Background: an optimization exercise with open tools, aiming at small area, a short achievable clock period and few clock cycles per item. Do not read the settings as production practice.
Function was checked by simulation only, so behaviour that the tests miss may differ from the original.
Power figures rest on the tool's default switching activity, not on a simulated workload.

==> flow/design.v <==
package bcacs_pkg;
  localparam int REG_NUM_DEF  = 8;
  localparam int REG_BITS_DEF = 32;
  localparam int PC_BITS_DEF  = 8;
  localparam logic [7:0] OP_SBN_R = 8'd15;
  localparam logic [7:0] OP_HALT  = 8'd255;
  localparam logic [1:0] STAT_OK       = 2'd0;
  localparam logic [1:0] STAT_BAD_OP   = 2'd1;
  localparam logic [1:0] STAT_DIV_ZERO = 2'd2;
  localparam logic [1:0] STAT_BAD_REG  = 2'd3;
  localparam int LEN_HALT  = 1;
  localparam int LEN_SHORT = 3;
  localparam int LEN_LONG  = 4;
  typedef enum logic [2:0] {
    CL_MOV = 3'd0,
    CL_ADD = 3'd1,
    CL_SUB = 3'd2,
    CL_MUL = 3'd3,
    CL_DIV = 3'd4,
    CL_MOD = 3'd5,
    CL_CMP = 3'd6,
    CL_SBN = 3'd7
  } alu_cls_t;
  typedef enum logic [3:0] {
    ST_IDLE,
    ST_READ,
    ST_EXEC,
    ST_MUL,
    ST_DABS_L,
    ST_DABS_R,
    ST_DIV,
    ST_DFIX,
    ST_DONE
  } seq_state_t;
  typedef struct packed {
    logic       cmd;
    logic [7:0] opcode;
    logic [7:0] op_a;
    logic [7:0] op_b;
    logic [7:0] op_c;
  } in_req_t;
  typedef struct packed {
    logic [7:0]         next_pc;
    logic signed [31:0] written_value;
    logic               flag_equal;
    logic               flag_greater;
    logic               halted;
    logic [1:0]         status;
  } out_rsp_t;
endpackage
module byte_coded_alu_cpu_step #(
  parameter int REG_NUM  = bcacs_pkg::REG_NUM_DEF,
  parameter int REG_BITS = bcacs_pkg::REG_BITS_DEF,
  parameter int PC_BITS  = bcacs_pkg::PC_BITS_DEF
) (
  input  logic                clk,
  input  logic                rst_n,
  input  logic                in_valid,
  output logic                in_ready,
  input  logic [32:0]         in_data,
  output logic                out_valid,
  input  logic                out_ready,
  output logic [44:0]         out_data
);
  localparam int W     = REG_BITS;
  localparam int IDX_W = (REG_NUM > 1) ? $clog2(REG_NUM) : 1;
  localparam int CNT_W = $clog2(REG_BITS);
  localparam logic [8:0]       REG_LIM  = 9'(REG_NUM);
  localparam logic [CNT_W-1:0] CNT_LAST = CNT_W'(REG_BITS - 1);
  bcacs_pkg::seq_state_t state_r;
  bcacs_pkg::seq_state_t state_nxt;
  bcacs_pkg::in_req_t    req_r;
  logic [W-1:0]       mem [REG_NUM];
  logic [REG_NUM-1:0] vld_r, vld_nxt;
  logic [W-1:0]       l_r, l_nxt, r_r, r_nxt, q_r, q_nxt, acc_r, acc_nxt, res_r, res_nxt;
  logic [CNT_W-1:0]   cnt_r, cnt_nxt;
  logic               sl_r, sl_nxt, sr_r, sr_nxt;
  logic [1:0]         stat_r, stat_nxt;
  logic [PC_BITS-1:0] pc_r, pc_nxt;
  logic               feq_r, feq_nxt, fgt_r, fgt_nxt, halt_r, halt_nxt;
  logic               out_valid_r, out_valid_nxt;
  bcacs_pkg::out_rsp_t           out_data_r;
  bcacs_pkg::out_rsp_t           out_data_nxt;
  bcacs_pkg::alu_cls_t   cls;
  logic       known, breg, creg, bad_reg, use1, use2;
  logic [7:0] addr1, addr2;
  logic [W-1:0] imm1, imm2;
  logic [IDX_W-1:0] idx1, idx2, idx_a;
  logic [W:0]   alu_a, alu_b;
  logic         alu_sub;
  logic [W+1:0] alu_sum;
  logic         no_borrow;
  logic               mem_we;
  logic [PC_BITS-1:0] pc_adv;
  logic [W-1:0]       wv;
  always_comb begin
    cls   = bcacs_pkg::alu_cls_t'(req_r.opcode[3:1]);
    known = (req_r.opcode <= bcacs_pkg::OP_SBN_R);
    unique case (cls)
      bcacs_pkg::CL_MOV: begin
        breg = !req_r.opcode[0];
        creg = 1'b0;
      end
      bcacs_pkg::CL_CMP, bcacs_pkg::CL_SBN: begin
        breg = req_r.opcode[0];
        creg = 1'b0;
      end
      default: begin
        breg = 1'b1;
        creg = req_r.opcode[0];
      end
    endcase
    bad_reg = ({1'b0, req_r.op_a} >= REG_LIM) ||
              (breg && ({1'b0, req_r.op_b} >= REG_LIM)) ||
              (creg && ({1'b0, req_r.op_c} >= REG_LIM));
    if (cls == bcacs_pkg::CL_CMP || cls == bcacs_pkg::CL_SBN) begin
      use1  = 1'b1;
      addr1 = req_r.op_a;
      use2  = breg;
      addr2 = req_r.op_b;
    end else begin
      use1  = breg;
      addr1 = req_r.op_b;
      use2  = creg;
      addr2 = req_r.op_c;
    end
    imm1  = W'(req_r.op_b);
    imm2  = W'(addr2);
    idx1  = addr1[IDX_W-1:0];
    idx2  = addr2[IDX_W-1:0];
    idx_a = req_r.op_a[IDX_W-1:0];
  end
  always_comb begin
    alu_a   = '0;
    alu_b   = '0;
    alu_sub = 1'b0;
    unique case (state_r)
      bcacs_pkg::ST_EXEC: begin
        alu_a   = {1'b0, l_r};
        alu_b   = (cls == bcacs_pkg::CL_MOV) ? '0 : {1'b0, r_r};
        alu_sub = (cls == bcacs_pkg::CL_SUB) || (cls == bcacs_pkg::CL_CMP) || (cls == bcacs_pkg::CL_SBN);
      end
      bcacs_pkg::ST_MUL: begin
        alu_a = {1'b0, acc_r};
        alu_b = r_r[0] ? {1'b0, l_r} : '0;
      end
      bcacs_pkg::ST_DABS_L: begin
        alu_b   = {1'b0, l_r};
        alu_sub = l_r[W-1];
      end
      bcacs_pkg::ST_DABS_R: begin
        alu_b   = {1'b0, r_r};
        alu_sub = r_r[W-1];
      end
      bcacs_pkg::ST_DIV: begin
        alu_a   = {acc_r, q_r[W-1]};
        alu_b   = {1'b0, r_r};
        alu_sub = 1'b1;
      end
      bcacs_pkg::ST_DFIX: begin
        alu_b   = {1'b0, (cls == bcacs_pkg::CL_DIV) ? q_r : acc_r};
        alu_sub = (cls == bcacs_pkg::CL_DIV) ? (sl_r ^ sr_r) : sl_r;
      end
      default: begin
        alu_sub = 1'b0;
      end
    endcase
    alu_sum   = {1'b0, alu_a} + {1'b0, alu_sub ? ~alu_b : alu_b} + (W+2)'(alu_sub);
    no_borrow = alu_sum[W+1];
  end
  always_comb begin
    state_nxt     = state_r;
    l_nxt         = l_r;
    r_nxt         = r_r;
    q_nxt         = q_r;
    acc_nxt       = acc_r;
    res_nxt       = res_r;
    cnt_nxt       = cnt_r;
    sl_nxt        = sl_r;
    sr_nxt        = sr_r;
    stat_nxt      = stat_r;
    pc_nxt        = pc_r;
    feq_nxt       = feq_r;
    fgt_nxt       = fgt_r;
    halt_nxt      = halt_r;
    vld_nxt       = vld_r;
    mem_we        = 1'b0;
    wv            = '0;
    out_data_nxt  = out_data_r;
    out_valid_nxt = out_valid_r && !out_ready;
    in_ready      = (state_r == bcacs_pkg::ST_IDLE);
    pc_adv        = pc_r + PC_BITS'(((cls == bcacs_pkg::CL_MOV) || (cls == bcacs_pkg::CL_CMP)) ? bcacs_pkg::LEN_SHORT : bcacs_pkg::LEN_LONG);
    unique case (state_r)
      bcacs_pkg::ST_IDLE: begin
        if (in_valid) state_nxt = bcacs_pkg::ST_READ;
      end
      bcacs_pkg::ST_READ: begin
        state_nxt = bcacs_pkg::ST_EXEC;
      end
      bcacs_pkg::ST_EXEC: begin
        stat_nxt  = bcacs_pkg::STAT_OK;
        state_nxt = bcacs_pkg::ST_DONE;
        if (req_r.cmd || halt_r || (req_r.opcode == bcacs_pkg::OP_HALT)) begin
          stat_nxt = bcacs_pkg::STAT_OK;
        end else if (!known) begin
          stat_nxt = bcacs_pkg::STAT_BAD_OP;
        end else if (bad_reg) begin
          stat_nxt = bcacs_pkg::STAT_BAD_REG;
        end else begin
          unique case (cls)
            bcacs_pkg::CL_MUL: begin
              acc_nxt   = '0;
              cnt_nxt   = '0;
              state_nxt = bcacs_pkg::ST_MUL;
            end
            bcacs_pkg::CL_DIV, bcacs_pkg::CL_MOD: begin
              if (r_r == '0) begin
                stat_nxt = bcacs_pkg::STAT_DIV_ZERO;
              end else begin
                sl_nxt    = l_r[W-1];
                sr_nxt    = r_r[W-1];
                state_nxt = bcacs_pkg::ST_DABS_L;
              end
            end
            default: begin
              res_nxt = alu_sum[W-1:0];
            end
          endcase
        end
      end
      bcacs_pkg::ST_MUL: begin
        acc_nxt = alu_sum[W-1:0];
        l_nxt   = l_r << 1;
        r_nxt   = r_r >> 1;
        cnt_nxt = cnt_r + 1'b1;
        if (cnt_r == CNT_LAST) begin
          res_nxt   = alu_sum[W-1:0];
          state_nxt = bcacs_pkg::ST_DONE;
        end
      end
      bcacs_pkg::ST_DABS_L: begin
        q_nxt     = alu_sum[W-1:0];
        state_nxt = bcacs_pkg::ST_DABS_R;
      end
      bcacs_pkg::ST_DABS_R: begin
        r_nxt     = alu_sum[W-1:0];
        acc_nxt   = '0;
        cnt_nxt   = '0;
        state_nxt = bcacs_pkg::ST_DIV;
      end
      bcacs_pkg::ST_DIV: begin
        acc_nxt = no_borrow ? alu_sum[W-1:0] : alu_a[W-1:0];
        q_nxt   = {q_r[W-2:0], no_borrow};
        cnt_nxt = cnt_r + 1'b1;
        if (cnt_r == CNT_LAST) state_nxt = bcacs_pkg::ST_DFIX;
      end
      bcacs_pkg::ST_DFIX: begin
        res_nxt   = alu_sum[W-1:0];
        state_nxt = bcacs_pkg::ST_DONE;
      end
      bcacs_pkg::ST_DONE: begin
        if (!out_valid_r || out_ready) begin
          if (req_r.cmd) begin
            pc_nxt   = '0;
            halt_nxt = 1'b0;
            vld_nxt  = '0;
          end else if (halt_r) begin
            pc_nxt = pc_r;
          end else if (req_r.opcode == bcacs_pkg::OP_HALT) begin
            halt_nxt = 1'b1;
            pc_nxt   = pc_r + PC_BITS'(bcacs_pkg::LEN_HALT);
          end else if (stat_r != bcacs_pkg::STAT_OK) begin
            pc_nxt = pc_r;
          end else if (cls == bcacs_pkg::CL_CMP) begin
            feq_nxt = (res_r == '0);
            fgt_nxt = (res_r != '0) && !res_r[W-1];
            pc_nxt  = pc_adv;
          end else begin
            mem_we         = 1'b1;
            vld_nxt[idx_a] = 1'b1;
            wv             = res_r;
            pc_nxt         = ((cls == bcacs_pkg::CL_SBN) && res_r[W-1]) ? PC_BITS'(req_r.op_c) : pc_adv;
          end
          out_data_nxt.next_pc       = 8'(pc_nxt);
          out_data_nxt.written_value = 32'(signed'(wv));
          out_data_nxt.flag_equal    = feq_nxt;
          out_data_nxt.flag_greater  = fgt_nxt;
          out_data_nxt.halted        = halt_nxt;
          out_data_nxt.status        = stat_r;
          out_valid_nxt              = 1'b1;
          state_nxt                  = bcacs_pkg::ST_IDLE;
        end
      end
      default: begin
        state_nxt = bcacs_pkg::ST_IDLE;
      end
    endcase
  end
  always_ff @(posedge clk) begin
    if (!rst_n) begin
      state_r     <= bcacs_pkg::ST_IDLE;
      pc_r        <= '0;
      feq_r       <= 1'b0;
      fgt_r       <= 1'b0;
      halt_r      <= 1'b0;
      vld_r       <= '0;
      out_valid_r <= 1'b0;
    end else begin
      state_r     <= state_nxt;
      pc_r        <= pc_nxt;
      feq_r       <= feq_nxt;
      fgt_r       <= fgt_nxt;
      halt_r      <= halt_nxt;
      vld_r       <= vld_nxt;
      out_valid_r <= out_valid_nxt;
    end
  end
  always_ff @(posedge clk) begin
    if (in_valid && in_ready) req_r <= in_data;
    q_r        <= q_nxt;
    acc_r      <= acc_nxt;
    res_r      <= res_nxt;
    cnt_r      <= cnt_nxt;
    sl_r       <= sl_nxt;
    sr_r       <= sr_nxt;
    stat_r     <= stat_nxt;
    out_data_r <= out_data_nxt;
  end
  always_ff @(posedge clk) begin
    if (mem_we) mem[idx_a] <= res_r;
    if (state_r == bcacs_pkg::ST_READ) begin
      l_r <= use1 ? (vld_r[idx1] ? mem[idx1] : '0) : imm1;
      r_r <= use2 ? (vld_r[idx2] ? mem[idx2] : '0) : imm2;
    end else begin
      l_r <= l_nxt;
      r_r <= r_nxt;
    end
  end
  assign out_valid = out_valid_r;
  assign out_data  = out_data_r;
endmodule
==> flow/run.sh <==
#!/bin/bash
# synth_recipe.tcl (not shown) runs the flow's synth.tcl, then flattens the netlist and writes it again
# the make line also repeats each setting of config.mk as NAME=value (left out here)
make -C /OpenROAD-flow-scripts/flow DESIGN_CONFIG=/design/flow/config.mk WORK_HOME=/design/flow/orfs CLKGATE_MAP_FILE= SYNTH_SCRIPT=/design/flow/synth_recipe.tcl finish
==> flow/config.mk <==
export PLATFORM = sky130hd
export DESIGN_NAME = byte_coded_alu_cpu_step
export DESIGN_NICKNAME = byte_coded_alu_cpu_step
export VERILOG_FILES = /design/flow/design.v
export SDC_FILE = /design/flow/constraint.sdc
export NUM_CORES = 4
export LEC_CHECK = 0
export CAP_MARGIN = 20
export CORE_MARGIN = 2
export CORE_UTILIZATION = 30
export PLACE_DENSITY = 0.5
export SLEW_MARGIN = 20
==> flow/constraint.sdc <==
create_clock -name core_clock -period 7.0 [get_ports {clk}]
set_input_delay 1.4000 -clock core_clock [delete_from_list [all_inputs] [get_ports {clk}]]
set_output_delay 1.4000 -clock core_clock [all_outputs]
set_load 0.01 [all_outputs]
==> reports/metrics.cfg <==
[setup_path]
rrSetupSlack_ns = 1.44
ff2ff_path_depth = 16
worst-setup-path-type = flip-flop to flip-flop
worstPathRequired_ns = 7.36
path_max_fanout = 32
cp-start-kind = flip-flop
worstReg2RegEnd = r_r[24]$_DFFE_PP_
crit_path_end_kind = flip-flop
cp.arrival_ns = 5.93
r2r-start = state_r[3]$_SDFFE_PN0P_

[timing]
slew-limit-headroom_pct = 32.7
report.final.hold_viol_count = 0
maxSlewViolCount = 0
rsz0062_at_grt = false
hold_ws_ns = 0.469
finalCritPeriodShare_pct = 79.5
tns_ns = 0
worstMarginPinSlew_ns = 1.01
fin_crit_ns = 5.56
max_freq_ghz = 0.180
skew_ns = 0.0248
setup_viol = 0
fin_ws_ns = 1.44

[run_status]
outcome = finished clean

[cts]
cts_buffer_depth = 3
post-cts-setup-buffers = 0
cts-buffers-inserted = 56
clock_sinks = 527
cts_tree = built
htreeDepth = 2
clock_insertion_delay_worst_skew_ns = 0.62
root_buffer = clkbuf_16
path_clk_slew_ns = 0.06
hold_buffers = 0
cts_resized = 0

[hold_path]
min_path_cells = 2
hold_class = flip-flop to flip-flop
hp-start = fgt_r$_SDFFE_PN0P_
whs_endpoint = fgt_r$_SDFFE_PN0P_

[power_and_ir_drop]
switchingPower_uw = 2430
pwr-share-comb_pct = 17.8
p_per_area_mw_per_mm2 = 275
internal_power_uw = 6150
leakagePower_uw = 0.0109
vdd_drop_max_mv = 0.206
swShare_pct = 28.3
p_clk_share_pct = 36.6
power_frac_seq_pct = 45.6

[synth]
syn_nets = 2160
synth_edf_count = 503
yosysUniqueCellTypes = 71
syn-cell-area_sq_mm = 0.0269
synth_area_leader_cell = edfxtp_1
yosysTopAreaCellShare_pct = 56.2
synthTopCellsByArea = edfxtp_1 56%, mux4_2 11%, nand2_1 3.3%
yosysWarnings = 1
async_flop_share_pct = 0
synth_area_per_cell_sq_um = 12.9
syn_inst = 2081
synth_top_flop_cell = edfxtp_1
ys_seq_elements = 527
yosysSeqAreaShare_pct = 58.0

[floorplanning]
io_pins = 84
dieArea_sq_mm = 0.0920
fp.dieW_microns = 303
initial_core_util_pct = 30.3
die_h_microns = 303
core_sq_mm = 0.0886
rows = 109

[detailed_routing]
drtAntennaViolNets = 0
num_vias = 18402
first_pass_iters = 9
post_drt_wl_per_cell_microns = 24.3
drtIter0Drc = 2133
vias_per_cell = 5.49
route.detailed.drc = 0
drt_wl_total_microns = 81500

[global_route]
grt_antenna_before_repair = 0
grt_pass1_wl_microns = 123000
grt.overflow.total = 0
first_global_vias = 18709
grt_max_degree = 101
track_usage_pct = 17.6

[placed_design]
pre_cts_ws_ns = 1.51
place.gp.congestion = 0.869
port_buffers = 83
dpl.hpwl_microns = 53200

[finish]
drive_gt1_share_pct = 14.3
fillCellCount = 8610
syn_to_final_growth_pct = 16.2
fin_nets = 2218

[run]
cap_violations = 0

worst max-delay path by stage:
stage / from / end / cells past startpoint
final: state_r[3]$_SDFFE_PN0P_ / r_r[24]$_DFFE_PP_ / 16
after global placement: state_r[3]$_SDFFE_PN0P_ / r_r[24]$_DFFE_PP_ / 16
after CTS: state_r[3]$_SDFFE_PN0P_ / r_r[24]$_DFFE_PP_ / 16
after floorplan: out_ready / mem[6][0]$_DFFE_PP_ / 6
after global routing: state_r[1]$_SDFFE_PN0P_ / acc_r[16]$_DFFE_PP_ / 17
after detailed placement: state_r[3]$_SDFFE_PN0P_ / r_r[24]$_DFFE_PP_ / 16
cells in the final DEF (no fill, tap or decap), types with 10 or more instances in the layout:
master,netlist,final
edfxtp_1,503,503
nand2_1,236,236
mux4_2,132,132
a21oi_1,129,128
o21ai_0,113,112
nor2_1,93,89
clkdlybuf4s50_1,0,83
inv_1,80,79
clkbuf_16,0,56
mux2i_1,61,55
xnor2_1,48,48
and3_1,43,43
buf_4,1,43
ha_1,40,40
o22ai_1,37,37
nor3_1,40,34
a222oi_1,32,32
nand3_1,31,31
a221oi_1,31,31
a21o_1,27,27
dfxtp_1,24,24
nor4_1,22,20
o211ai_1,19,19
a31oi_1,19,18
nor2b_1,17,17
xor2_1,14,14
clkinv_2,0,13
nand4_1,12,12
clkbuf_1,108,11
and2_1,10,10
bufinv_16,0,10
critical path, cell delays in order, from the launching register on:
cell	delay, ns
dfxtp_1	0.82
nand2b_1	0.32
o22ai_2	0.12
buf_4	0.28
a222oi_1	0.65
mux2_2	0.29
inv_1	0.06
fa_1	0.46
nor2b_1	0.18
o2111ai_1	0.18
a21oi_1	0.28
and4b_1	0.27
o21a_1	0.21
or4b_2	0.63
o211ai_1	0.24
o21ai_0	0.17
o2bb2ai_1	0.14
cell type report:
class / instances / area (sq um) / share of cell area [%]
sequential: 527 / 15600 / 49.9
antenna: 1 / 2.50 / 0.00801
timing repair buffer: 132 / 1300 / 4.15
clock inverter: 37 / 468 / 1.50
tap: 1165 / 1460 / 4.67
inverter: 81 / 304 / 0.974
clock buffer: 67 / 1440 / 4.62
multi-input combinational: 1341 / 10700 / 34.2
stage by stage:
stage | power (uW) | cell area (sq um) | utilization [%] | cells
2_1_floorplan | 4900 | 26900 | - | 2081
3_3_place_gp | 5480 | 29200 | 33.0 | 3243
3_5_place_dp | 5510 | 29300 | 33.1 | 3246
4_1_cts | 8660 | 31200 | 35.2 | 3350
5_1_grt | 8920 | 31200 | 35.2 | 3350
6_report | 8580 | 31200 | 35.2 | 3351
registers in the layout (all words and copies together), names as in the netlist:
| name | cells |
|---|---|
| feq_r | 1 |
| q_r | 32 |
| sr_r | 1 |
| sl_r | 1 |
| r_r | 32 |
| out_valid_r | 1 |
| state_r | 4 |
| res_r | 32 |
| req_r | 33 |
| fgt_r | 1 |
| l_r | 32 |
| cnt_r | 5 |
| pc_r | 8 |
| acc_r | 32 |
| vld_r | 8 |
| stat_r | 2 |
| mem | 256 |
| halt_r | 1 |
| out_data_r | 45 |
routing by layer:
layer / track usage, % / vias up / part of all wire [%] / wire length [microns]
li1: - / 8261 / - / -
met1: 25.0 / 9370 / 45 / 36800
met2: 28.6 / 663 / 47 / 38300
met3: 2.27 / 108 / 5.6 / 4580
met4: 4.70 / 0 / 2.3 / 1910
met5: 0 / - / 0 / 0
power by group through the flow:
stage | Sequential, uW | Combinational [uW] | Clock, uW
floorplan | 3850 | 1050 | 0
global placement | 3970 | 1510 | 0
detailed placement | 3980 | 1530 | 0
CTS | 3910 | 1540 | 3210
global route | 3930 | 1660 | 3330
finish | 3910 | 1530 | 3140
synth_stat cells (4+ instances only):
cell type,number
and3_1,43
and2_1,10
mux2i_1,61
nand4_1,12
clkbuf_1,108
a211o_1,6
nand3b_1,6
a21oi_1,129
o2bb2ai_1,5
mux2_2,5
dfxtp_1,24
edfxtp_1,503
mux4_2,132
o21ai_1,6
or4_1,6
or3_1,8
xnor2_1,48
xor2_1,14
a21o_1,27
o211ai_1,19
nand4b_1,4
o21ai_0,113
a21boi_0,9
nand2b_1,9
o31ai_1,9
buf_1,5
a221oi_1,31
inv_1,80
a222oi_1,32
buf_2,18
nor2_1,93
nand3_1,31
o22ai_1,37
a31oi_1,19
nand2_1,236
nor2b_1,17
o21bai_1,7
nor3_1,40
nor3b_1,5
nor4_1,22
o21a_1,8
ha_1,40
kinds of logic (layout without fill, tap and decap cells):
logic type	Yosys count	count (layout)	share of synthesized area, %
and+or+nand+nor	559	559	9.88
DFF	527	527	58.0
AOI/OAI and AO/OA	480	480	11.5
buffers and inverters	213	317	3.07
muxes	198	198	13.5
xor gates and xnor gates	62	62	2.02
adders and majority gates	42	42	2.01
other	0	1	0
Testbench counts, summed over its fixed seeds: cycles 300,771, items 24,000.

-- re-timing with driven ports --
The flow's constraints put no driver on any port. The routed layout listed below was extracted and timed again, unchanged, in two steps.
Step 1 assumes that a clkbuf_16 drives the clock port and a buf_2 every other input.
Step 2 also shifts input and output timing later by t, the mid clock arrival at the registers, as if the neighbouring blocks saw the same clock.
Three values: ideal, step 1, step 2; two values: the first two.
t (ns): 0.671
setup WS [ns]: 1.437 / 1.437 / 1.437
hold WS [ns]: 0.469 / 0.469 / 0.469
clock arrival spread, ns: 0.025 / 0.025
pins driven straight from the clock port: 1
After both steps this run still meets setup and hold. For this run, drivers alone change the setup slack by 0.000 ns; drivers and shift together by 0.000 ns.
